Context: an optimization exercise on an open-source flow, tuned for small area, a short achievable clock period and few clock cycles. The choices shown serve that exercise and are no tape-out recipe. Function was checked by simulation only, so behaviour that the tests miss may differ from the original. Power figures rest on the tool's default switching activity, not on a simulated workload.

Design decaying_tone_synth, start of the top module:
module decaying_tone_synth (
  input  logic                                clk,
  input  logic                                rst,
  input  logic                                in_valid,
  output logic                                in_ready,
  input  logic                                start_req,
  output logic                                out_valid,
  input  logic                                out_ready,
  output logic signed [dts_pkg::SAMPLE_W-1:0] sample,
  output logic                                done_res,
  input  logic                                cfg_valid,
  output logic                                cfg_ready,
  input  logic [dts_pkg::CFG_IDX_W-1:0]       cfg_index,
  input  logic [dts_pkg::CFG_DATA_W-1:0]      cfg_data
);
For scale: about 600 flip-flops, ~60 I/O pins, about 0.047 sq mm of cells after synthesis.
export LEC_CHECK = 0
export CAP_MARGIN = 60
export CORE_MARGIN = 2
export CORE_UTILIZATION = 25
export PLACE_DENSITY = 0.45
export SLEW_MARGIN = 60
export SYNTH_MEMORY_MAX_BITS = 16384
create_clock -name core_clock -period 10.0 [get_ports {clk}]
run.sh (not shown) runs the stock make flow with config.mk's settings and CLKGATE_MAP_FILE= SYNTH_SCRIPT=/design/flow/synth_recipe.tcl, a recipe that flattens the netlist after the stock synthesis.
Testbench counts at the start, summed over its fixed seeds: cycles 12,816.
Edit:
--- a/flow/design.v
+++ b/flow/design.v
@@ -470,52 +470,38 @@
       end
     end
   end
   logic [8:0]                j_main, j_half;
   logic                      s0_valid, s0_over;
   logic [8:0]                s0_jm, s0_jh;
-  logic [8:0]                s0_jm_n, s0_jh_n;
   logic                      s0_ms, s0_hs;
   logic                      s0_start;
   assign j_main = phase_acc[30] ? (9'd256 - {1'b0, phase_acc[29:22]}) : {1'b0, phase_acc[29:22]};
   assign j_half = phase_acc[31] ? (9'd256 - {1'b0, phase_acc[30:23]}) : {1'b0, phase_acc[30:23]};
   always_ff @(posedge clk) begin
     if (rst) begin
       s0_valid <= 1'b0;
     end else begin
       s0_valid <= req;
     end
     s0_over <= over;
     s0_jm   <= req_start ? '0 : j_main;
-    s0_jm_n <= req_start ? '1 : ~j_main;
     s0_ms   <= phase_acc[31] && !req_start;
     s0_jh   <= (req_start || !half_en) ? '0 : j_half;
-    s0_jh_n <= (req_start || !half_en) ? '1 : ~j_half;
     s0_hs   <= phase_acc[32] && !req_start && half_en;
     s0_start <= req_start;
   end
   logic [14:0] rom_main_m, rom_half_m;
-  logic [14:0] rom_main_hi, rom_main_lo, rom_half_hi, rom_half_lo;
-  dts_sine_rom u_rom_main_hi (
+  dts_sine_rom u_rom_main (
     .j (s0_jm),
-    .m (rom_main_hi)
+    .m (rom_main_m)
   );
-  dts_sine_rom u_rom_main_lo (
-    .j (~s0_jm_n),
-    .m (rom_main_lo)
-  );
-  dts_sine_rom u_rom_half_hi (
+  dts_sine_rom u_rom_half (
     .j (s0_jh),
-    .m (rom_half_hi)
-  );
-  dts_sine_rom u_rom_half_lo (
-    .j (~s0_jh_n),
-    .m (rom_half_lo)
+    .m (rom_half_m)
   );
-  assign rom_main_m = {rom_main_hi[14:8], rom_main_lo[7:0]};
-  assign rom_half_m = {rom_half_hi[14:8], rom_half_lo[7:0]};
   logic                      s1_valid, s1_over;
   logic [14:0]               s1_x;
   logic [15:0]               s1_y;
   logic                      s1_ms, s1_d;
   logic                      s1_start;
   always_ff @(posedge clk) begin
Effect: Via count falls slightly. Wire length climbs by a few percent. Die area is lower slightly. Maximum frequency rose by a few percent. Setup slack improved by 94 ps. Global-route usage grows by 0.91 points.
Testbench counts after the change, summed over its fixed seeds: cycles 12,816.

--- another note on this design; it stands on its own ---

Design decaying_tone_synth, start of the top module:
module decaying_tone_synth (
  input  logic                                clk,
  input  logic                                rst,
  input  logic                                in_valid,
  output logic                                in_ready,
  input  logic                                start_req,
  output logic                                out_valid,
  input  logic                                out_ready,
  output logic signed [dts_pkg::SAMPLE_W-1:0] sample,
  output logic                                done_res,
  input  logic                                cfg_valid,
  output logic                                cfg_ready,
  input  logic [dts_pkg::CFG_IDX_W-1:0]       cfg_index,
  input  logic [dts_pkg::CFG_DATA_W-1:0]      cfg_data
);
  logic                   accept;
  logic                   cfg_we;
  logic                   res_valid;
  logic                   res_done;
  logic [dts_pkg::Y_W-1:0] res_y;
  dts_ctrl u_ctrl (
    .clk       (clk),
    .rst       (rst),
    .in_valid  (in_valid),
    .in_ready  (in_ready),
    .out_valid (out_valid),
    .out_ready (out_ready),
    .cfg_valid (cfg_valid),
    .cfg_ready (cfg_ready),
    .accept    (accept),
    .cfg_we    (cfg_we),
    .res_valid (res_valid),
    .res_done  (res_done),
    .res_y     (res_y),
    .sample    (sample),
    .done_res  (done_res)
  );
  dts_datapath u_datapath (
    .clk       (clk),
    .rst       (rst),
    .accept    (accept),
    .start_req (start_req),
    .cfg_we    (cfg_we),
  ...
For scale: about 5200 cells after synthesis, ~60 I/O pins, about 46000 µm² of cells after synthesis.
Settings: LEC_CHECK=0, CAP_MARGIN=60, CORE_MARGIN=2, CORE_UTILIZATION=40, PLACE_DENSITY=0.6, SLEW_MARGIN=60, SYNTH_MEMORY_MAX_BITS=16384; clock period 10.0 ns.
standard.sh (not shown) runs the stock make flow with config.mk's settings and CLKGATE_MAP_FILE= SYNTH_SCRIPT=/design/flow/synth_recipe.tcl, a recipe that flattens the netlist after the stock synthesis.
==> flow/flow/run.sh <==
#!/bin/bash
set -euo pipefail
sed 's/"\${@:-finish}"/SETUP_SLACK_MARGIN=6.9 "${@:-finish}"/' standard.sh > standard_margin.sh
grep -q 'SETUP_SLACK_MARGIN=6.9' standard_margin.sh
bash standard_margin.sh > flow_make.log 2>&1
The first run went through all stages and came out clean.
Testbench counts at the start, summed over its fixed seeds: cycles 12,816.
Edit:
==> flow/flow/run.sh (replaced) <==
#!/bin/bash
set -euo pipefail
sed 's/"\${@:-finish}"/SETUP_SLACK_MARGIN=6.6 "${@:-finish}"/' standard.sh > standard_margin.sh
grep -q 'SETUP_SLACK_MARGIN=6.6' standard_margin.sh
bash standard_margin.sh > flow_make.log 2>&1
--- a/flow/config.mk
+++ b/flow/config.mk
@@ -6,8 +6,8 @@
 export NUM_CORES = 4
 export LEC_CHECK = 0
-export CAP_MARGIN = 60
+export CAP_MARGIN = 20
 export CORE_MARGIN = 2
-export CORE_UTILIZATION = 40
-export PLACE_DENSITY = 0.6
-export SLEW_MARGIN = 60
+export CORE_UTILIZATION = 25
+export PLACE_DENSITY = 0.45
+export SLEW_MARGIN = 20
 export SYNTH_MEMORY_MAX_BITS = 16384
What happened:
- area after synthesis is unchanged
- routed wire length came out higher by a few percent
- combinational power came out lower by a few percent
- final area came out lower by a few percent
- hold slack gets better by 0.0034 ns
- clock power came out lower by a few percent
- via count came out lower by a few percent
- register-to-register slack gets worse by 0.30 ns

## re-timing with driven ports
No port has a modelled driver above. Below, the same layouts with a new extraction and two added sets of constraints.
Step 1 assumes that a clkbuf_16 drives the clock port and a buf_2 every other input.
Step 2 moves the port delays by t, midway between the first and last clock arrival at a register: inputs arrive t later, outputs are due t later. That takes back most of the time a late clock gives input paths.
Slacks: ideal ports / drivers / drivers and shift; pairs: ideal ports / drivers.
run	shift t [ns]	setup slack, ns	worst register clock-pin slew, ns	worst slew at a driven data input, ns
the first run of note 1	0.737	6.045 / 6.045 / 6.045	0.06 / 0.06	0.07
the second run of note 1	0.707	6.139 / 6.139 / 6.139	0.06 / 0.06	0.07
the first run of note 2	0.696	6.759 / 6.759 / 6.368	0.07 / 0.07	0.08
the second run of note 2	0.698	6.462 / 6.462 / 6.158	0.06 / 0.06	0.09
After both steps setup and hold are still met in every run listed. For the first run of note 2, which loses most, drivers alone change the setup slack by 0.000 ns; drivers and shift together by -0.391 ns.
